Context: an optimization exercise on an open-source flow, tuned for small area, a short achievable clock period and few clock cycles per item. The choices shown serve that exercise and are no tape-out recipe. Function was checked by simulation only, so behaviour that the tests miss may differ from the original. Power figures rest on the tool's default switching activity, not on a simulated workload.

## flow/design.v (module list and top-level ports; edited modules follow where they fit)
// module mac_fa: 10 lines
// module mac_aoi21: 3 lines
// module mac_oai21: 3 lines
// module mac_nand2: 3 lines
// module mac_nor2: 3 lines
// module mac_xnor2: 3 lines
// module mac_or2: 3 lines
// module mac_ha: 9 lines
// module wallace_mac: 2007 lines
module wallace_mac (
    input  wire        clk,
    input  wire        arst_n,
    input  wire        req,
    output logic       ack,
    input  wire [15:0] a,
    input  wire [15:0] b,
    input  wire [31:0] acc,
    input  wire        cin,
    output logic [32:0] result
);
  // ...
==> flow/flow/run.sh <==
#!/bin/bash
# The standard layout (the standard.sh: ORFS synthesis and place and route,
# unchanged), except that the port buffers that global placement inserts on
# every input and output use a plain buffer cell rather than the delay cell
# the resizer would pick by default.
set -euo pipefail
export BUFFER_PORTS_ARGS="-buffer_cell ${PORT_BUFFER:-sky130_fd_sc_hd__buf_2}"
bash standard.sh > standard_flow.log 2>&1
==> flow/standard.sh <==
#!/bin/bash
# synth_recipe.tcl (not shown) runs the flow's synth.tcl, then flattens the netlist and writes it again
# the make line also repeats each setting of config.mk as NAME=value (left out here)
make -C /OpenROAD-flow-scripts/flow DESIGN_CONFIG=/design/flow/config.mk WORK_HOME=/design/flow/orfs CLKGATE_MAP_FILE= SYNTH_SCRIPT=/design/flow/synth_recipe.tcl "${@:-finish}"
==> flow/config.mk <==
export PLATFORM = sky130hd
export DESIGN_NAME = wallace_mac
export DESIGN_NICKNAME = wallace_mac
export VERILOG_FILES = /design/flow/design.v
export SDC_FILE = /design/flow/constraint.sdc
export NUM_CORES = 4
export LEC_CHECK = 0
export CAP_MARGIN = 20
export CORE_MARGIN = 2
export CORE_UTILIZATION = 40
export CTS_BUF_LIST = sky130_fd_sc_hd__clkbuf_8
export SETUP_SLACK_MARGIN = 2.15
export SLEW_MARGIN = 20
export SYNTH_HIERARCHICAL = 1
export SYNTH_MINIMUM_KEEP_SIZE = 0
==> flow/constraint.sdc <==
create_clock -name core_clock -period 6.0 [get_ports {clk}]
set_input_delay 1.2000 -clock core_clock [delete_from_list [all_inputs] [get_ports {clk}]]
set_output_delay 1.2000 -clock core_clock [all_outputs]
set_load 0.01 [all_outputs]
==> results by group, run 1 <==
Synthesis
  • Top post-synthesis cells by count: nand2_1 (274), fa_1 (226), inv_1 (77), dfxtp_1 (70), buf_6 (62)
  • EDFF count, synth: 0
  • Mux share of post-synthesis cell area: 0%
  • Synth cell types: 16
  • Synth warn: 7
  • Cell taking the most area after synthesis: fa_1
  • Largest family of logic cells by synthesized area: adder cells
  • Post-Syn Area: around 9900 um^2

Die
  • Num tapcells: between 300 and 400
  • Die height: 161.5 um
  • I/O Pins: roughly 100
  • Die width: around 160 um
  • Initial core utilization: between 40% and 50%
  • Rows: between 50 and 60

Final layout
  • Clock network area share: approximately 1.8%
  • FFs & Latches: between 70 and 80
  • Multi-input gate count: approximately 700
  • Non-clock buffering overhead: slightly below 7%
  • Sequential share of cell area: ~13%
  • Commonest non-fill, non-tap cell in the layout: nand2_1

Clock tree
  • CTS tree: built
  • Clock Path Buffers: 2
  • Cts hold-fix bufs: 0
  • PostCTS Resize Cnt: 18
  • CTS buffer count: 9

Setup path
  • CP max-delay cell: fa_1

STA
  • Max-slew violation count: 0
  • Final setup margin: between 2 and 2.5 ns
  • RSZ-0062 raised after global routing: true

Placed design
  • Placed Area: between 9000 and 10000 um^2
  • Placed wire-length estimate: roughly 18000 um

Power and ir drop
  • PnR Total Power: 7.064 mW
  • Power Internal: ~3.6 mW
  • Clock network power: 0.413 mW
  • Combinational Power Share: ~83%
  • Clock power frac: under 10%

Global routing
  • First-pass GRT wire length: roughly 38000 um
  • Total grt overflow: 0
  • Met3 usage: about 4.5%

Route
  • Met2 wire len: roughly 12000 um
  • Drt wl/cell: 18.12 um
  • DRT Pass-1 Iters: 5

Run status
  • Outcome: finished clean

Min path
  • Hold crit path type: input pin to asynchronous set/reset pin
Testbench counts, summed over its fixed seeds: cycles 16,000, items 8,000.
==> run 2, diff against run 1 <==
--- a/flow/config.mk
+++ b/flow/config.mk
@@ -9,7 +9,7 @@
 export CORE_MARGIN = 2
 export CORE_UTILIZATION = 40
 export CTS_BUF_LIST = sky130_fd_sc_hd__clkbuf_8
-export SETUP_SLACK_MARGIN = 2.15
+export SETUP_SLACK_MARGIN = 1.95
 export SLEW_MARGIN = 20
 export SYNTH_HIERARCHICAL = 1
 export SYNTH_MINIMUM_KEEP_SIZE = 0
==> run 2 against run 1 <==
Total power is 6.0% lower. Die area did not move. Combinational power decreased by 6.3%. Cell count fell by 0.23%. First-iteration DRC count fell by 3.0%. Design area down 3.1%. Highest routed layer unchanged.
==> results by group, run 2 <==
Route
  • Met1 WL: 9810 um (was 9855 um)
  • Drt wl/cell: 17.60 um (was 18.12 um)
  • Remaining DRCs: 0 (unchanged)
  • DR iter-0 viols: 390 (was 402)
  • Vias per cell: 4.985 (was 4.953)
  • Max layer used: met4 (unchanged)
  • Met3 routed WL: 1846 um (was 1759 um)
  • Vias: 6510 (was 6484)
  • DRT Pass-1 Iters: 5 (unchanged)
  • WL final: 22990 um (was 23720 um)
  • Met2 wire len: 11010 um (was 11810 um)
  • ANT nets after route: 0 (unchanged)

Synthesis
  • Post-Syn Area: 9926 um^2 (unchanged)
  • Top post-synthesis cells by count: nand2_1 (274), fa_1 (226), inv_1 (77), dfxtp_1 (70), buf_6 (62) (unchanged)
  • Syn Nets: 1277 (unchanged)
  • EDFF count, synth: 0 (unchanged)
  • Synth area leaders: fa_1 (46%), dfxtp_1 (14%), nand2_1 (10%), buf_6 (7.0%), a21oi_2 (4.9%) (unchanged)
  • Synth cell types: 16 (unchanged)
  • Post-synth ARST share: 1.408% (unchanged)
  • Avg Inst Size Synth: 10.46 um^2 (unchanged)
  • Synth Flop Type: dfxtp_1 (unchanged)
  • Seq cells post-synth: 71 (unchanged)
  • Sequential area share after synthesis: 14.37% (unchanged)
  • Synth top area share: 45.58% (unchanged)
  • Synth warn: 7 (unchanged)
  • Cell taking the most area after synthesis: fa_1 (unchanged)
  • Syn Inst Count: 949 (unchanged)
  • Most instantiated library cell after synthesis: nand2_1 (unchanged)

Placed design
  • Placed wire-length estimate: 17310 um (was 17540 um)
  • Routability cong.: 0.8794 (was 0.8631)
  • Placed Area: 9862 um^2 (was 9962 um^2)
  • Port Buf Inserts: 101 (unchanged)

Final layout
  • Commonest non-fill, non-tap cell in the layout: nand2_1 (unchanged)
  • Util after Layout: 42.66% (was 44.01%)
  • # fillers: 2386 (was 2313)
  • Share of cells above drive strength 1: 22.81% (was 26.73%)
  • Final nets: 1305 (was 1307)
  • Syn-to-layout area delta: 4.526% (was 7.828%)
  • Fin area: 10380 um^2 (was 10700 um^2)
  • # diodes: 0 (was 1)
  • Most frequent cells in the layout: nand2_1 (270), fa_1 (225), buf_2 (101) (was nand2_1 (266), fa_1 (199), buf_2 (81))

Clock tree
  • CTS buffer count: 9 (unchanged)
  • H-tree depth: 3 (unchanged)
  • Clock-pin slew on the worst setup and hold paths: 0.08 ns (was 0.09 ns)
  • CTS tree: built (unchanged)
  • Clk sinks: 71 (unchanged)
  • Clock Path Buffers: 2 (unchanged)
  • Root buffer cell: clkbuf_8 (unchanged)

STA
  • Final setup fails: 0 (unchanged)
  • Headroom to the max-slew limit: 61.29% (was 60.49%)
  • Slew @ Worst Pin: 0.5767 ns (was 0.5887 ns)
  • Fin Hold WS: 0.5856 ns (was 0.5791 ns)
  • Final min period: 3.939 ns (was 3.980 ns)
  • RSZ-0062 raised after global routing: true (unchanged)
  • Max-slew violation count: 0 (unchanged)
  • Final Hold Viols: 0 (unchanged)
  • Final period utilization: 65.65% (was 66.33%)
  • Sum Neg Setup Slack: 0 ns (unchanged)
  • FMAX: 253.9 MHz (was 251.3 MHz)

Setup path
  • Crit. End Element: primary output (unchanged)
  • Classification of the worst setup path: flop to primary output (unchanged)
  • Critical Path RT: 4.80 ns (about the same)
  • Critical path fanouts, max: 5 (was 8)
  • Worst setup SP type: flop (unchanged)
  • Worst setup path endpoint: result[29] (was result[26])
  • Worst EP arrival: 2.74 ns (was 2.78 ns)
  • Crit path from: r_fs_141 (unchanged)

Job
  • Number of max-cap violations: 0 (unchanged)

Die
  • Die height: 161.5 um (unchanged)
  • I/O Pins: 102 (unchanged)
  • Initial core utilization: 40.81% (unchanged)
  • Core area: 24320 um^2 (unchanged)
  • Rows: 57 (unchanged)
  • Die area: 26090 um^2 (unchanged)
  • Die width: 161.5 um (unchanged)

Global routing
  • First-pass GRT wire length: 36230 um (was 37540 um)
  • Vias in the first global route: 6929 (was 7101)
  • Initial antenna violation count: 0 (was 1)
  • Largest net degree at the start of global routing: 18 (unchanged)
  • Total grt overflow: 0 (unchanged)
  • Gr usage total: 18.12% (was 18.76%)

Min path
  • Hold crit path type: input pin to asynchronous set/reset pin (unchanged)

Run status
  • Outcome: finished clean (unchanged)

Power and ir drop
  • Power per cell area: 640.1 nW/um^2 (was 660.0 nW/um^2)
  • LEAKAGE: 4.086 nW (was 4.172 nW)
  • PnR Total Power: 6.641 mW (was 7.064 mW)
  • VDD IR max: 0.3978 mV (was 0.3537 mV)
## run 2: worst min-delay path by stage
stage                       from  endpoint  slack, ns  cells after the start
after floorplan           arst_n       ack       0.90                      0
after global placement    arst_n       ack       0.98                      1
after detailed placement  arst_n       ack       0.98                      1
after CTS                 arst_n       ack       0.57                      1
after global routing      arst_n       ack       0.57                      1
final                     arst_n       ack       0.59                      1
## run 2: critical path, stage by stage, from the launching register on
cell     delay (ns)
dfxtp_2        0.33
fa_1           0.58
ha_4           0.23
a21oi_4        0.14
o21ai_2        0.08
a21oi_2        0.15
o21ai_4        0.08
buf_12         0.16
buf_12         0.15
a21oi_4        0.12
xor2_1         0.18
buf_2          0.16
## run 2: cell families after synthesis
kind of cell    after synthesis  share of synthesized area [%]
buf+inv                     174                          12.85
xor+xnor                     45                          3.971
fa+ha+maj                   260                          49.87
simple gates                320                          12.88
flops                        71                          14.37
compound gates               79                          6.063
## run 2: timing repair
item | in CTS | in global routing
buffers inserted | 0 | 9
hold buffers | 0 | 0
endpoints found under the setup margin | 11 | 15
pin swaps | 0 | 15
cloned | 0 | 3
gates resized for setup | 6 | 31
## run 2: per-layer routing
layer | track usage (%) | vias to the layer above
met5 | 0 | -
met4 | 3.450 | 0
met3 | 3.595 | 27
met2 | 29.84 | 266
met1 | 25.14 | 3367
li1 | - | 2850
## run 2: per-stage QoR
step,instances,worst slack (ns)
final,1306,2.061
after CTS,1294,1.954
after global placement,1278,1.702
after floorplan,949,1.995
after detailed placement,1278,1.691
after global routing,1306,1.916
## run 2: cell type report
class / count / area (um^2) / area share, %
Clock inverter: 7 / 50.05 / 0.4824
Sequential cell: 71 / 1431 / 13.80
Tap cell: 324 / 405.4 / 3.907
Inverter: 77 / 289.0 / 2.786
Multi-Input combinational cell: 705 / 7407 / 71.39
Clock buffer: 9 / 123.9 / 1.194
Timing Repair Buffer: 113 / 668.1 / 6.440
## run 2: report_power, final
part / internal [mW] / switching [mW]
registers: 0.719 / 0.0968
logic: 2.49 / 2.98
clock network: 0.151 / 0.210
## run 2: modules after synthesis, one instance, submodules excluded
module       cell area (um^2)  flops+latches
mac_aoi21               8.758              0
wallace_mac              4390             71
mac_oai21               5.005              0
mac_xnor2               8.758              0
mac_or2                 6.256              0
mac_nor2                3.754              0
mac_nand2               3.754              0
mac_fa                  20.02              0
==> run 3, diff against run 2 <==
--- a/flow/config.mk
+++ b/flow/config.mk
@@ -9,7 +9,7 @@
 export CORE_MARGIN = 2
 export CORE_UTILIZATION = 40
 export CTS_BUF_LIST = sky130_fd_sc_hd__clkbuf_8
-export SETUP_SLACK_MARGIN = 1.95
+export SETUP_SLACK_MARGIN = 2.05
 export SLEW_MARGIN = 20
 export SYNTH_HIERARCHICAL = 1
 export SYNTH_MINIMUM_KEEP_SIZE = 0
==> run 3 against run 2 <==
Sequential power is essentially flat. Non-clock buffer count shrank 7. Hold slack lost 0.013 ns. Combinational power shrank 9.2%. Critical path depth shrank 1. Routed wire length shrank 4.0%. Largest power group unchanged. Count of clock-buffer cells in the layout is the same. Still clean on timing, DRC and antenna. Worst setup slack gained 0.061 ns. Clock power grew 14%. Synthesized cell count is the same.
==> results by group, run 3 <==
Run status
  • Outcome: finished clean (unchanged)

STA
  • FMAX: 257.8 MHz (was 253.9 MHz)
  • Slew @ Worst Pin: 0.5594 ns (was 0.5767 ns)
  • Final Hold Viols: 0 (unchanged)
  • Headroom to the max-slew limit: 62.45% (was 61.29%)
  • Final min period: 3.878 ns (was 3.939 ns)
  • Fin Hold WS: 0.5727 ns (was 0.5856 ns)
  • Sum Neg Setup Slack: 0 ns (unchanged)
  • Final setup margin: 2.122 ns (was 2.061 ns)
  • Final setup fails: 0 (unchanged)
  • Max-slew violation count: 0 (unchanged)
  • RSZ-0062 raised after global routing: true (unchanged)
  • Final period utilization: 64.64% (was 65.65%)

Setup path
  • Crit. End Element: primary output (unchanged)
  • Classification of the worst setup path: flop to primary output (unchanged)
  • Critical Path RT: 4.80 ns (about the same)
  • Worst setup SP type: flop (unchanged)
  • Critical path fanouts, max: 6 (was 5)
  • Worst EP arrival: 2.68 ns (was 2.74 ns)

Die
  • Rows: 57 (unchanged)
  • Die width: 161.5 um (unchanged)
  • Initial core utilization: 40.81% (unchanged)
  • I/O Pins: 102 (unchanged)
  • Die area: 26090 um^2 (unchanged)
  • Core area: 24320 um^2 (unchanged)
  • Die height: 161.5 um (unchanged)

Power and ir drop
  • LEAKAGE: 4.047 nW (was 4.086 nW)
  • VDD IR max: 0.4539 mV (was 0.3978 mV)
  • Net switching power: 3.063 mW (was 3.285 mW)
  • Sw Ratio: 49.53% (was 49.47%)
  • Clock power frac: 6.7% (was 5.4%)
  • Power per cell area: 599.8 nW/um^2 (was 640.1 nW/um^2)
  • Combinational Power Share: 80.2% (was 82.3%)
  • Power Internal: 3.120 mW (was 3.356 mW)
  • Flop pwr share: 13.2% (was 12.3%)

Placed design
  • Port Buf Inserts: 101 (unchanged)
  • Placed wire-length estimate: 17200 um (was 17310 um)
  • Place WS: 1.703 ns (was 1.691 ns)
  • Routability cong.: 0.8276 (was 0.8794)
  • Placed insts: 1278 (unchanged)
  • Placed Area: 9872 um^2 (was 9862 um^2)

Synthesis
  • Syn Nets: 1277 (unchanged)
  • Synth warn: 7 (unchanged)
  • Most instantiated library cell after synthesis: nand2_1 (unchanged)
  • EDFF count, synth: 0 (unchanged)
  • Top post-synthesis cells by count: nand2_1 (274), fa_1 (226), inv_1 (77), dfxtp_1 (70), buf_6 (62) (unchanged)
  • Cell taking the most area after synthesis: fa_1 (unchanged)
  • Post-Syn Area: 9926 um^2 (unchanged)
  • Seq cells post-synth: 71 (unchanged)
  • Synth cell types: 16 (unchanged)
  • Synth top area share: 45.58% (unchanged)
  • Post-synth ARST share: 1.408% (unchanged)
  • Avg Inst Size Synth: 10.46 um^2 (unchanged)
  • Syn Inst Count: 949 (unchanged)
  • Synth Flop Type: dfxtp_1 (unchanged)
  • Sequential area share after synthesis: 14.37% (unchanged)
  • Synth area leaders: fa_1 (46%), dfxtp_1 (14%), nand2_1 (10%), buf_6 (7.0%), a21oi_2 (4.9%) (unchanged)

Global routing
  • Vias in the first global route: 6694 (was 6929)
  • Gr usage total: 17.76% (was 18.12%)
  • Total grt overflow: 0 (unchanged)
  • First-pass GRT wire length: 35400 um (was 36230 um)
  • Largest net degree at the start of global routing: 18 (unchanged)
  • Initial antenna violation count: 1 (was 0)

Final layout
  • Share of cells above drive strength 1: 22.05% (was 22.81%)
  • Fin area: 10310 um^2 (was 10380 um^2)
  • Most frequent cells in the layout: nand2_1 (272), fa_1 (221), buf_2 (99) (was nand2_1 (270), fa_1 (225), buf_2 (101))
  • # fillers: 2382 (was 2386)
  • Final nets: 1298 (was 1305)
  • Multi-input gate area: 7398 um^2 (was 7407 um^2)
  • Syn-to-layout area delta: 3.857% (was 4.526%)
  • Commonest non-fill, non-tap cell in the layout: nand2_1 (unchanged)
  • Register area: 1428 um^2 (was 1431 um^2)
  • Finished Layout Cells: 1301 (was 1306)

Clock tree
  • Cts hold-fix bufs: 0 (unchanged)
  • Clock-pin slew on the worst setup and hold paths: 0.09 ns (was 0.08 ns)
  • CTS tree: built (unchanged)
  • Clk sinks: 71 (unchanged)
  • H-tree depth: 3 (unchanged)
  • CTS buffer count: 9 (unchanged)
  • Clock Path Buffers: 2 (unchanged)
  • Root buffer cell: clkbuf_8 (unchanged)

Route
  • Vias: 6384 (was 6510)
  • Vias per cell: 4.907 (was 4.985)
  • Remaining DRCs: 0 (unchanged)
  • DR iter-0 viols: 409 (was 390)
  • Drt wl/cell: 16.97 um (was 17.60 um)
  • ANT nets after route: 0 (unchanged)
  • WL final: 22070 um (was 22990 um)
  • DRT Pass-1 Iters: 5 (unchanged)

Job
  • Number of max-cap violations: 0 (unchanged)

Min path
  • Hold crit path type: input pin to asynchronous set/reset pin (unchanged)
-- run 3: final timing paths --
path                       slack (ns)      from  depth (start not counted)         end
max in group asynchronous        5.35    arst_n                          1         ack
worst min-delay path             0.57    arst_n                          1         ack
min in group core_clock          0.92       req                          1         ack
worst max-delay path             2.12  r_fs_149                         10  result[29]
-- run 3: logic make-up (layout without fill, tap and decap cells) --
kind of cell	after synthesis	in the layout	share of synthesized area, %
other	0	2	0
adder cells (fa/ha/maj)	260	260	49.87
AO/OA/AOI/OAI	79	80	6.063
AND/OR/NAND/NOR	320	320	12.88
flip-flops	71	71	14.37
buffers and inverters	174	199	12.85
XOR/XNOR	45	45	3.971
-- run 3: routing by layer --
metal | GRT usage (%) | share of wire, % | up-vias
met5 | 0 | 0 | -
met4 | 4.221 | 1.3 | 0
met3 | 3.518 | 6.8 | 18
met2 | 29.70 | 49 | 230
met1 | 23.93 | 43 | 3296
li1 | - | - | 2840
-- run 3: cell type report --
type	count	area share (%)
Antenna cell	2	0.04855
Clock buffer	9	1.202
Clock inverter	7	0.7161
Inverter	77	2.804
Multi-Input combinational cell	705	71.77
Sequential cell	71	13.85
Tap cell	324	3.933
Timing Repair Buffer	106	5.680
-- run 3: what timing repair did --
action                     CTS  global route
pin swaps                    1             7
buffers inserted             0             4
setup endpoints to repair   17            19
cloned                       1             0
gates resized for setup     14            15
-- run 3: Yosys stat by module (local to each module, per instance), excerpt --
module,flip-flops and latches,cells
mac_nor2,0,1
mac_oai21,0,1
wallace_mac,71,565
mac_or2,0,1
mac_fa,0,1
mac_xnor2,0,1
-- run 3: power by group through the flow --
stage	clock [mW]	combinational (mW)	sequential [mW]
floorplan	0	3.92	0.803
global placement	0	4.36	0.823
detailed placement	0	4.42	0.826
CTS	0.425	4.71	0.816
global route	0.443	5.55	0.842
finish	0.411	4.96	0.814
-- run 3: per-stage QoR --
stage | total power [mW] | util (%)
6_report | 6.183 | 42.39
3_3_place_gp | 5.187 | 40.59
3_5_place_dp | 5.247 | 40.59
2_1_floorplan | 4.723 | -
5_1_grt | 6.839 | 42.37
4_1_cts | 5.946 | 41.77
-- run 3: critical path, stage by stage (launching register included) --
cell and delay, ns:
dfxtp_1 0.32, fa_1 0.58, ha_4 0.23, a21oi_4 0.17, o21ai_4 0.07, buf_12 0.14
a21oi_4 0.22, o21ai_1 0.12, a21oi_2 0.13, xor2_1 0.15, buf_2 0.15
==> run 4, diff against run 3 <==
==> flow/config.mk (replaced) <==
export PLATFORM = sky130hd
export DESIGN_NAME = wallace_mac
export DESIGN_NICKNAME = wallace_mac
export VERILOG_FILES = /design/flow/design.v
export SDC_FILE = /design/flow/constraint.sdc
export NUM_CORES = 4
export LEC_CHECK = 0
export CAP_MARGIN = 5
export CORE_MARGIN = 2
export CORE_UTILIZATION = 40
export CTS_BUF_LIST = sky130_fd_sc_hd__clkbuf_8
export SETUP_SLACK_MARGIN = 2.0
export SLEW_MARGIN = 5
export SYNTH_HIERARCHICAL = 1
export SYNTH_MINIMUM_KEEP_SIZE = 0
==> run 4 against run 3 <==
Sequential cell count is the same. Routed wire length grew 2.1%. Total power is essentially flat. Worst setup slack lost 0.017 ns. Largest power group unchanged.
==> results by group, run 4 <==
Synthesis
  • Syn Nets: 1277 (unchanged)
  • Synth area leaders: fa_1 (46%), dfxtp_1 (14%), nand2_1 (10%), buf_6 (7.0%), a21oi_2 (4.9%) (unchanged)
  • Synth cell types: 16 (unchanged)
  • EDFF count, synth: 0 (unchanged)
  • Top post-synthesis cells by count: nand2_1 (274), fa_1 (226), inv_1 (77), dfxtp_1 (70), buf_6 (62) (unchanged)
  • Post-synth ARST share: 1.408% (unchanged)
  • Synth Flop Type: dfxtp_1 (unchanged)
  • Post-Syn Area: 9926 um^2 (unchanged)
  • Most instantiated library cell after synthesis: nand2_1 (unchanged)
  • Sequential area share after synthesis: 14.37% (unchanged)
  • Synth warn: 7 (unchanged)
  • Syn Inst Count: 949 (unchanged)
  • Seq cells post-synth: 71 (unchanged)
  • Synth top area share: 45.58% (unchanged)
  • Avg Inst Size Synth: 10.46 um^2 (unchanged)
  • Cell taking the most area after synthesis: fa_1 (unchanged)

Placed design
  • Port Buf Inserts: 101 (unchanged)
  • Routability cong.: 0.8411 (was 0.8276)
  • Placed Area: 9864 um^2 (was 9872 um^2)
  • Placed wire-length estimate: 17410 um (was 17200 um)

STA
  • Slew @ Worst Pin: 0.5350 ns (was 0.5594 ns)
  • RSZ-0062 raised after global routing: true (unchanged)
  • Final Hold Viols: 0 (unchanged)
  • Max-slew violation count: 0 (unchanged)
  • Final period utilization: 64.92% (was 64.64%)
  • Final min period: 3.895 ns (was 3.878 ns)
  • Fin Hold WS: 0.5686 ns (was 0.5727 ns)
  • FMAX: 256.7 MHz (was 257.8 MHz)
  • Sum Neg Setup Slack: 0 ns (unchanged)
  • Final setup fails: 0 (unchanged)
  • Headroom to the max-slew limit: 64.10% (was 62.45%)

Final layout
  • Syn-to-layout area delta: 3.643% (was 3.857%)
  • # fillers: 2365 (was 2382)
  • Fin area: 10290 um^2 (was 10310 um^2)
  • Share of cells above drive strength 1: 21.66% (was 22.05%)
  • Commonest non-fill, non-tap cell in the layout: nand2_1 (unchanged)
  • Most frequent cells in the layout: nand2_1 (272), fa_1 (224), buf_2 (100) (was nand2_1 (272), fa_1 (221), buf_2 (99))
  • Util after Layout: 42.30% (was 42.39%)
  • Final nets: 1298 (unchanged)

Route
  • DR iter-0 viols: 413 (was 409)
  • DRT Pass-1 Iters: 5 (unchanged)
  • Drt wl/cell: 17.35 um (was 16.97 um)
  • Vias: 6409 (was 6384)
  • Remaining DRCs: 0 (unchanged)
  • WL final: 22540 um (was 22070 um)
  • ANT nets after route: 0 (unchanged)
  • Vias per cell: 4.934 (was 4.907)

Setup path
  • Classification of the worst setup path: input pin to flop (was flop to primary output)
  • Worst setup SP type: input pin (was flop)
  • Critical path fanouts, max: 16 (was 6)
  • Crit. End Element: flop (was primary output)
  • Critical Path RT: 6.25 ns (was 4.80 ns)
  • Worst EP arrival: 4.14 ns (was 2.68 ns)

Power and ir drop
  • LEAKAGE: 4.049 nW (was 4.047 nW)
  • PnR Total Power: 6.188 mW (was 6.183 mW)
  • VDD IR max: 0.4040 mV (was 0.4539 mV)
  • Power per cell area: 601.5 nW/um^2 (was 599.8 nW/um^2)

Global routing
  • Largest net degree at the start of global routing: 18 (unchanged)
  • Vias in the first global route: 6999 (was 6694)
  • Initial antenna violation count: 1 (unchanged)
  • First-pass GRT wire length: 36650 um (was 35400 um)
  • Gr usage total: 18.26% (was 17.76%)
  • Total grt overflow: 0 (unchanged)

Die
  • Die area: 26090 um^2 (unchanged)
  • Die width: 161.5 um (unchanged)
  • Rows: 57 (unchanged)
  • Initial core utilization: 40.81% (unchanged)
  • Die height: 161.5 um (unchanged)
  • I/O Pins: 102 (unchanged)
  • Core area: 24320 um^2 (unchanged)

Min path
  • Hold crit path type: input pin to asynchronous set/reset pin (unchanged)

Clock tree
  • CTS tree: built (unchanged)
  • Clk sinks: 71 (unchanged)
  • Cts hold-fix bufs: 0 (unchanged)
  • Root buffer cell: clkbuf_8 (unchanged)
  • H-tree depth: 3 (unchanged)
  • Clock-pin slew on the worst setup and hold paths: 0.09 ns (about the same)
  • CTS buffer count: 9 (unchanged)
  • Clock Path Buffers: 2 (unchanged)

Job
  • Number of max-cap violations: 0 (unchanged)

Run status
  • Outcome: finished clean (unchanged)
[run 4: logic make-up (layout without fill, tap and decap cells)]
| family | count (synthesis) | count (layout) | synth area share (%) |
|---|---|---|---|
| fa+ha+maj | 260 | 260 | 49.87 |
| compound gates | 79 | 80 | 6.063 |
| buf+inv | 174 | 198 | 12.85 |
| other cells | 0 | 1 | 0 |
| simple gates | 320 | 320 | 12.88 |
| xor+xnor | 45 | 45 | 3.971 |
| flops | 71 | 71 | 14.37 |
[run 4: report_power, final]
part           internal [mW]  switching, mW  total, mW
Combinational           2.20           2.76       4.97
Sequential             0.716         0.0969      0.813
Clock                  0.201          0.208      0.409
[run 4: layout make-up]
| class | instances | area (um^2) | area share [%] |
|---|---|---|---|
| repair buffers | 106 | 570.5 | 5.546 |
| well taps | 324 | 405.4 | 3.941 |
| clock inverters | 5 | 58.81 | 0.5716 |
| inverters | 77 | 289.0 | 2.810 |
| diodes | 1 | 2.502 | 0.02432 |
| clock buffers | 10 | 137.6 | 1.338 |
| flip-flops and latches | 71 | 1426 | 13.87 |
| multi-input cells | 705 | 7397 | 71.90 |
[run 4: through the flow]
stage          instances  worst slack [ns]
2_1_floorplan        949             2.016
3_3_place_gp        1278             1.715
3_5_place_dp        1278             1.700
4_1_cts             1294             2.006
5_1_grt             1298             1.945
6_report            1299             2.105
[run 4: modules after synthesis (local to each module, per instance)]
module,flip-flops and latches,times used
mac_nor2,0,15
mac_oai21,0,24
mac_xnor2,0,15
mac_aoi21,0,55
mac_fa,0,226
mac_or2,0,15
mac_nand2,0,34
wallace_mac,71,1
[run 4: timing repair]
item,CTS,global route
setup endpoints to repair,17,16
gates cloned,1,0
endpoints found under the hold margin,0,0
buffers inserted,0,4
gates resized for setup,11,18
pin swaps,1,7
[run 4: how the worst max path moves through the flow]
stage	start	slack, ns	depth (start not counted)	to
2_1_floorplan	b[15]	2.02	8	r_fs_219
3_3_place_gp	b[10]	1.71	7	r_fs_207
3_5_place_dp	b[10]	1.70	7	r_fs_207
4_1_cts	r_fc_185	2.01	9	result[29]
5_1_grt	r_fc_183	1.95	10	result[29]
6_report	b[10]	2.11	7	r_fs_207
[run 4: worst max-delay path: stages]
cell and delay (ns):
buf_2 0.35, nand2_1 0.15, fa_1 0.60, fa_1 0.45, fa_1 0.42, fa_1 0.54
fa_1 0.42
[run 4: per-layer routing]
layer / GRT usage (%) / part of all wire, %
met3: 2.979 / 5.7
met1: 24.49 / 43
met4: 3.937 / 0.96
met2: 31.31 / 50
met5: 0 / 0
==> run 5, diff against run 4 <==
==> flow/flow/run.sh (replaced) <==
#!/bin/bash
# The standard layout (the standard.sh: ORFS synthesis, then place and
# route), with two changes to how the layout is made:
#  - the port buffers that global placement inserts on every input and output
#    use a plain buffer cell (buf_2) rather than the delay cell the resizer
#    would pick by default;
#  - after the standard synthesis, the a21oi and nand2 gates that ABC mapped at
#    drive strength 2 start at drive strength 1 (same function and pins); the
#    resizer sizes up again whatever timing needs.
# Each step's full output goes to its own log file in this folder (ORFS's own
# per-step logs stay under orfs/logs/).
set -euo pipefail
export BUFFER_PORTS_ARGS="-buffer_cell sky130_fd_sc_hd__buf_2"
R="$PWD/orfs/results/sky130hd/wallace_mac/base"
bash standard.sh "$R/1_2_yosys.v" > synth_flow.log 2>&1
sed -i -E 's/sky130_fd_sc_hd__(a21oi|nand2)_2 /sky130_fd_sc_hd__\1_1 /' "$R/1_2_yosys.v"
grep -c "sky130_fd_sc_hd__a21oi_1 \|sky130_fd_sc_hd__nand2_1 " "$R/1_2_yosys.v" > downsize.log 2>&1 || true
bash standard.sh > standard_flow.log 2>&1
--- a/flow/config.mk
+++ b/flow/config.mk
@@ -5,11 +5,11 @@
 export SDC_FILE = /design/flow/constraint.sdc
 export NUM_CORES = 4
 export LEC_CHECK = 0
-export CAP_MARGIN = 5
+export CAP_MARGIN = 20
 export CORE_MARGIN = 2
 export CORE_UTILIZATION = 40
 export CTS_BUF_LIST = sky130_fd_sc_hd__clkbuf_8
 export SETUP_SLACK_MARGIN = 2.0
-export SLEW_MARGIN = 5
+export SLEW_MARGIN = 20
 export SYNTH_HIERARCHICAL = 1
 export SYNTH_MINIMUM_KEEP_SIZE = 0
==> run 5 against run 4 <==
Maximum frequency decreased by 1.7%. Combinational power about the same. Routed wire length rose by 3.7%. Sequential share of layout area is 0.18 points higher. First-iteration DRC count decreased by 13%. Still clean.
==> results by group, run 5 <==
Synthesis
  • Post-Syn Area: 9679 um^2 (was 9926 um^2)
  • Syn Inst Count: 949 (unchanged)
  • Syn Nets: 1277 (unchanged)
  • Synth warn: 7 (unchanged)
  • Avg Inst Size Synth: 10.20 um^2 (was 10.46 um^2)

STA
  • Final Hold Viols: 0 (unchanged)
  • RSZ-0062 raised after global routing: true (unchanged)
  • Final setup fails: 0 (unchanged)
  • FMAX: 252.4 MHz (was 256.7 MHz)
  • Slew @ Worst Pin: 0.4761 ns (was 0.5350 ns)
  • Headroom to the max-slew limit: 68.04% (was 64.10%)
  • Final min period: 3.962 ns (was 3.895 ns)
  • Max-slew violation count: 0 (unchanged)
  • Sum Neg Setup Slack: 0 ns (unchanged)
  • Final period utilization: 66.03% (was 64.92%)

Setup path
  • CP delay by family, top: adder cells (unchanged)
  • Buf/Inv on CP: 2 (was 1)
  • Worst setup SP type: flop (was input pin)
  • Critical-path cell list: fa_1 > ha_4 > nand2_4 > nor2_4 > nand2_2 > o21ai_4 > buf_8 > a21oi_2 > xor2_1 > buf_2 (was buf_2 > nand2_1 > fa_1 > fa_1 > fa_1 > fa_1 > fa_1)
  • Classification of the worst setup path: flop to primary output (was input pin to flop)
  • Critical Path RT: 4.80 ns (was 6.25 ns)
  • CP max-delay cell: fa_1 (unchanged)
  • Critical path fanouts, max: 5 (was 16)
  • Crit. End Element: primary output (was flop)
  • Worst EP arrival: 2.76 ns (was 4.14 ns)
  • Max incr delay on CP: 0.52 ns (was 0.60 ns)

Power and ir drop
  • Power per cell area: 614.7 nW/um^2 (was 601.5 nW/um^2)
  • LEAKAGE: 4.062 nW (was 4.049 nW)
  • VDD IR max: 0.3927 mV (was 0.4040 mV)
  • PnR Total Power: 6.250 mW (was 6.188 mW)

Route
  • WL final: 23380 um (was 22540 um)
  • DR iter-0 viols: 361 (was 413)
  • Vias: 6474 (was 6409)
  • Remaining DRCs: 0 (unchanged)
  • Vias per cell: 4.988 (was 4.934)
  • DRT Pass-1 Iters: 5 (unchanged)
  • ANT nets after route: 0 (unchanged)
  • Drt wl/cell: 18.01 um (was 17.35 um)

Global routing
  • Gr usage total: 18.92% (was 18.26%)
  • First-pass GRT wire length: 37360 um (was 36650 um)
  • Total grt overflow: 0 (unchanged)
  • Largest net degree at the start of global routing: 18 (unchanged)
  • Initial antenna violation count: 3 (was 1)
  • Vias in the first global route: 7119 (was 6999)

Clock tree
  • Clk sinks: 71 (unchanged)
  • Root buffer cell: clkbuf_8 (unchanged)
  • H-tree depth: 3 (unchanged)
  • Clock-pin slew on the worst setup and hold paths: 0.08 ns (was 0.09 ns)
  • CTS buffer count: 9 (unchanged)
  • CTS tree: built (unchanged)
  • Clock Path Buffers: 2 (unchanged)

Placed design
  • Port Buf Inserts: 101 (unchanged)
  • Placed insts: 1274 (was 1278)
  • Placed Area: 9613 um^2 (was 9864 um^2)
  • Placed wire-length estimate: 17860 um (was 17410 um)
  • Routability cong.: 0.8700 (was 0.8411)

Final layout
  • Commonest non-fill, non-tap cell in the layout: nand2_1 (unchanged)
  • Util after Layout: 43.06% (was 42.30%)
  • Most frequent cells in the layout: nand2_1 (284), fa_1 (226), buf_2 (101) (was nand2_1 (272), fa_1 (224), buf_2 (100))
  • Fin area: 10170 um^2 (was 10290 um^2)
  • Final nets: 1301 (was 1298)
  • Syn-to-layout area delta: 5.042% (was 3.643%)
  • Share of cells above drive strength 1: 16.36% (was 21.66%)
  • Finished Layout Cells: 1298 (was 1299)

Min path
  • Hold crit path type: input pin to asynchronous set/reset pin (unchanged)

Die
  • Die width: 159.6 um (was 161.5 um)
  • Die area: 25460 um^2 (was 26090 um^2)
  • Die height: 159.6 um (was 161.5 um)
  • I/O Pins: 102 (unchanged)
  • Core area: 23610 um^2 (was 24320 um^2)
  • Initial core utilization: 40.99% (was 40.81%)
  • Rows: 56 (was 57)

Job
  • Number of max-cap violations: 0 (unchanged)

Run status
  • Outcome: finished clean (unchanged)
[run 5: power breakdown]
part / total (mW) / switching [mW] / internal [mW]
sequential: 0.814 / 0.0970 / 0.717
clock: 0.450 / 0.203 / 0.247
combinational: 4.99 / 2.80 / 2.18
total: 6.25 / 3.10 / 3.15
[run 5: per-layer routing]
layer | up-vias | part of all wire, % | track usage (%)
li1 | 2847 | - | -
met1 | 3321 | 43 | 25.60
met2 | 271 | 48 | 31.39
met3 | 31 | 7.4 | 3.569
met4 | 4 | 2.0 | 4.917
met5 | - | 0.12 | 0
[run 5: worst max-delay path by stage]
stage | start | endpoint | cells past startpoint
2_1_floorplan | a[3] | r_fs_208 | 8
3_3_place_gp | a[8] | r_fs_220 | 7
3_5_place_dp | b[15] | r_fs_220 | 7
4_1_cts | r_fc_181 | result[27] | 10
5_1_grt | r_fs_145 | result[28] | 11
6_report | r_fs_145 | result[27] | 10
[run 5: area by class of cell]
| class | count | area [um^2] |
|---|---|---|
| antenna | 1 | 2.502 |
| clock buffer | 10 | 137.6 |
| clock inverter | 6 | 92.59 |
| fill | 2309 | 13450 |
| inverter | 77 | 289.0 |
| multi-input combinational | 705 | 7224 |
| sequential | 71 | 1428 |
| tap | 319 | 399.1 |
| timing repair buffer | 109 | 594.3 |
[run 5: metrics by stage]
step	setup WS [ns]	hold WS (ns)
floorplan	2.002	0.9044
global placement	1.733	0.9745
detailed placement	1.698	0.9757
CTS	2.007	0.5570
global route	1.890	0.5640
finish	2.038	0.5802
[run 5: timing repair]
action	in CTS	in global routing
setup buffers	0	4
hold buffers	0	0
endpoints found under the setup margin	9	16
gates resized for setup	11	39
pin swaps	1	16
cloned	1	2
==> run 6, diff against run 5 <==
--- a/flow/config.mk
+++ b/flow/config.mk
@@ -9,7 +9,7 @@
 export CORE_MARGIN = 2
 export CORE_UTILIZATION = 40
 export CTS_BUF_LIST = sky130_fd_sc_hd__clkbuf_8
-export SETUP_SLACK_MARGIN = 2.0
+export SETUP_SLACK_MARGIN = 2.05
 export SLEW_MARGIN = 20
 export SYNTH_HIERARCHICAL = 1
 export SYNTH_MINIMUM_KEEP_SIZE = 0
==> run 6 against run 5 <==
Still clean on timing, DRC and antenna. Synthesized cell count did not move. Routed wire length fell by 0.65%. Count of clock-buffer cells in the layout did not move. Cell count fell by 0.15%. Non-clock buffer count fell by 1. Maximum frequency barely moved. Critical path depth did not move. First-iteration DRC count fell by 23%. Die area did not move. Worst setup slack got worse by 0.0035 ns. Combinational power rose by 5.2%. Synthesized area did not move. Critical endpoint is now result[28]. Largest power group unchanged. Highest routed layer unchanged.
==> results by group, run 6 <==
Run status
  • Outcome: finished clean (unchanged)

Job
  • Number of max-cap violations: 0 (unchanged)

Clock tree
  • CTS tree: built (unchanged)
  • Root buffer cell: clkbuf_8 (unchanged)
  • Clock Path Buffers: 2 (unchanged)
  • CTS buffer count: 9 (unchanged)
  • H-tree depth: 3 (unchanged)
  • Clk sinks: 71 (unchanged)
  • Clock-pin slew on the worst setup and hold paths: 0.08 ns (about the same)
  • Cts hold-fix bufs: 0 (unchanged)

Placed design
  • Placed wire-length estimate: 17530 um (was 17860 um)
  • Port Buf Inserts: 101 (unchanged)
  • Routability cong.: 0.8656 (was 0.8700)
  • Placed Area: 9615 um^2 (was 9613 um^2)

Die
  • Die area: 25460 um^2 (unchanged)
  • Rows: 56 (unchanged)
  • Initial core utilization: 40.99% (unchanged)
  • Die height: 159.6 um (unchanged)
  • I/O Pins: 102 (unchanged)
  • Core area: 23610 um^2 (unchanged)
  • Die width: 159.6 um (unchanged)

Route
  • WL final: 23230 um (was 23380 um)
  • Max layer used: met5 (unchanged)
  • Vias: 6452 (was 6474)
  • DR iter-0 viols: 278 (was 361)
  • Met3 routed WL: 1816 um (was 1724 um)
  • Met2 wire len: 11010 um (was 11140 um)
  • Drt wl/cell: 17.92 um (was 18.01 um)
  • Remaining DRCs: 0 (unchanged)
  • ANT nets after route: 0 (unchanged)
  • DRT Pass-1 Iters: 5 (unchanged)
  • Met1 WL: 9866 um (was 10030 um)
  • Vias per cell: 4.978 (was 4.988)

Setup path
  • Max incr delay on CP: 0.52 ns (about the same)
  • Critical path fanouts, max: 5 (unchanged)
  • Worst EP arrival: 2.77 ns (was 2.76 ns)
  • CP max-delay cell: fa_1 (unchanged)
  • Critical Path RT: 4.80 ns (about the same)
  • Critical-path cell list: fa_1 > ha_4 > nand2_4 > nor2_4 > nand2_2 > o21ai_4 > buf_8 > a21oi_2 > xor2_1 > buf_2 (unchanged)
  • Worst setup SP type: flop (unchanged)
  • Buf/Inv on CP: 2 (unchanged)
  • Classification of the worst setup path: flop to primary output (unchanged)
  • CP Depth: 10 (unchanged)
  • CP delay by family, top: adder cells (unchanged)
  • Crit. End Element: primary output (unchanged)

Power and ir drop
  • LEAKAGE: 4.097 nW (was 4.062 nW)
  • VDD IR max: 0.3952 mV (was 0.3927 mV)
  • Power per cell area: 631.5 nW/um^2 (was 614.7 nW/um^2)

Synthesis
  • Syn Inst Count: 949 (unchanged)
  • Synth warn: 7 (unchanged)
  • Avg Inst Size Synth: 10.20 um^2 (unchanged)
  • Post-Syn Area: 9679 um^2 (unchanged)
  • Syn Nets: 1277 (unchanged)

Final layout
  • Final nets: 1300 (was 1301)
  • # fillers: 2286 (was 2309)
  • Most frequent cells in the layout: nand2_1 (284), fa_1 (222), buf_2 (92) (was nand2_1 (284), fa_1 (226), buf_2 (101))
  • Fin area: 10320 um^2 (was 10170 um^2)
  • Commonest non-fill, non-tap cell in the layout: nand2_1 (unchanged)
  • # diodes: 0 (was 1)
  • Share of cells above drive strength 1: 18.63% (was 16.36%)
  • Syn-to-layout area delta: 6.579% (was 5.042%)
  • Util after Layout: 43.69% (was 43.06%)

STA
  • Final setup fails: 0 (unchanged)
  • Max-slew violation count: 0 (unchanged)
  • FMAX: 252.2 MHz (was 252.4 MHz)
  • Headroom to the max-slew limit: 55.36% (was 68.04%)
  • Slew @ Worst Pin: 0.6696 ns (was 0.4761 ns)
  • Final min period: 3.966 ns (was 3.962 ns)
  • Final Hold Viols: 0 (unchanged)
  • Sum Neg Setup Slack: 0 ns (unchanged)
  • Final period utilization: 66.09% (was 66.03%)
  • RSZ-0062 raised after global routing: true (unchanged)

Global routing
  • Total grt overflow: 0 (unchanged)
  • Vias in the first global route: 7096 (was 7119)
  • First-pass GRT wire length: 37540 um (was 37360 um)
  • Initial antenna violation count: 2 (was 3)
  • Largest net degree at the start of global routing: 17 (was 18)
  • Gr usage total: 19.02% (was 18.92%)

Min path
  • Hold crit path type: input pin to asynchronous set/reset pin (unchanged)
-- run 6: power breakdown --
group	internal (mW)	switching, mW	leakage, nW	total, mW
logic	2.30	2.95	3.39	5.25
registers	0.718	0.0986	0.600	0.817
clock network	0.247	0.198	0.109	0.445
total	3.27	3.25	4.10	6.52
-- run 6: through the flow --
stage	setup WS [ns]	cells	hold slack, ns	total power, mW
after floorplan	2.031	949	0.9044	4.312
after global placement	1.726	1273	0.9741	4.834
after detailed placement	1.722	1273	0.9758	4.890
after CTS	2.016	1294	0.5563	6.057
after global routing	1.925	1296	0.5673	7.169
final	2.035	1296	0.5860	6.515
-- run 6: final timing paths --
kind,startpoint,endpoint,slack (ns)
hold / removal,arst_n,ack,0.59
max in group asynchronous,arst_n,ack,5.33
setup / recovery,r_fc_181,result[28],2.03
min in group core_clock,req,ack,0.93
-- run 6: cell type report --
cell class	instances	area, um^2	area share (%)
clock buffer	10	137.6	1.334
clock inverter	6	92.59	0.8975
timing repair buffer	108	620.6	6.016
sequential	71	1430	13.86
inverter	77	289.0	2.802
tap	319	399.1	3.869
multi-input combinational	705	7347	71.22
-- run 6: routing by layer --
metal / up-vias / global-route usage [%]
met5: - / 0
met4: 4 / 5.950
met3: 40 / 5.001
met2: 268 / 30.32
met1: 3301 / 25.47
li1: 2839 / -
-- run 6: timing repair --
item,CTS,global route
endpoints found under the hold margin,0,0
pin swaps,15,14
buffers inserted,2,2
gates cloned,3,0
setup endpoints to repair,16,22
gates resized for setup,41,44

-- separate check: timing with driven ports --
In the flow no input, the clock included, has a driving cell. The finished layouts below were timed again as built, in two steps.
Step 1 sets driving cells, clkbuf_16 on the clock port and buf_2 on the other inputs (assumed; they add their load-dependent delay and slew).
Step 2 also shifts input and output timing later by t, the mid clock arrival at the registers, as if the neighbouring blocks saw the same clock.
Three values: ideal, step 1, step 2; two values: the first two.
run | shift t [ns] | slack for setup (ns) | latest minus earliest clock arrival (ns)
run 1 | 0.408 | 2.020 / 1.982 / 1.767 | 0.014 / 0.014
run 2 | 0.406 | 2.061 / 2.020 / 1.677 | 0.018 / 0.018
run 3 | 0.417 | 2.122 / 2.079 / 1.721 | 0.017 / 0.017
run 4 | 0.417 | 2.105 / 2.064 / 1.704 | 0.016 / 0.017
run 5 | 0.415 | 2.038 / 1.995 / 1.690 | 0.012 / 0.012
run 6 | 0.407 | 2.034 / 1.994 / 1.702 | 0.013 / 0.013
After both steps every run listed still meets setup and hold.
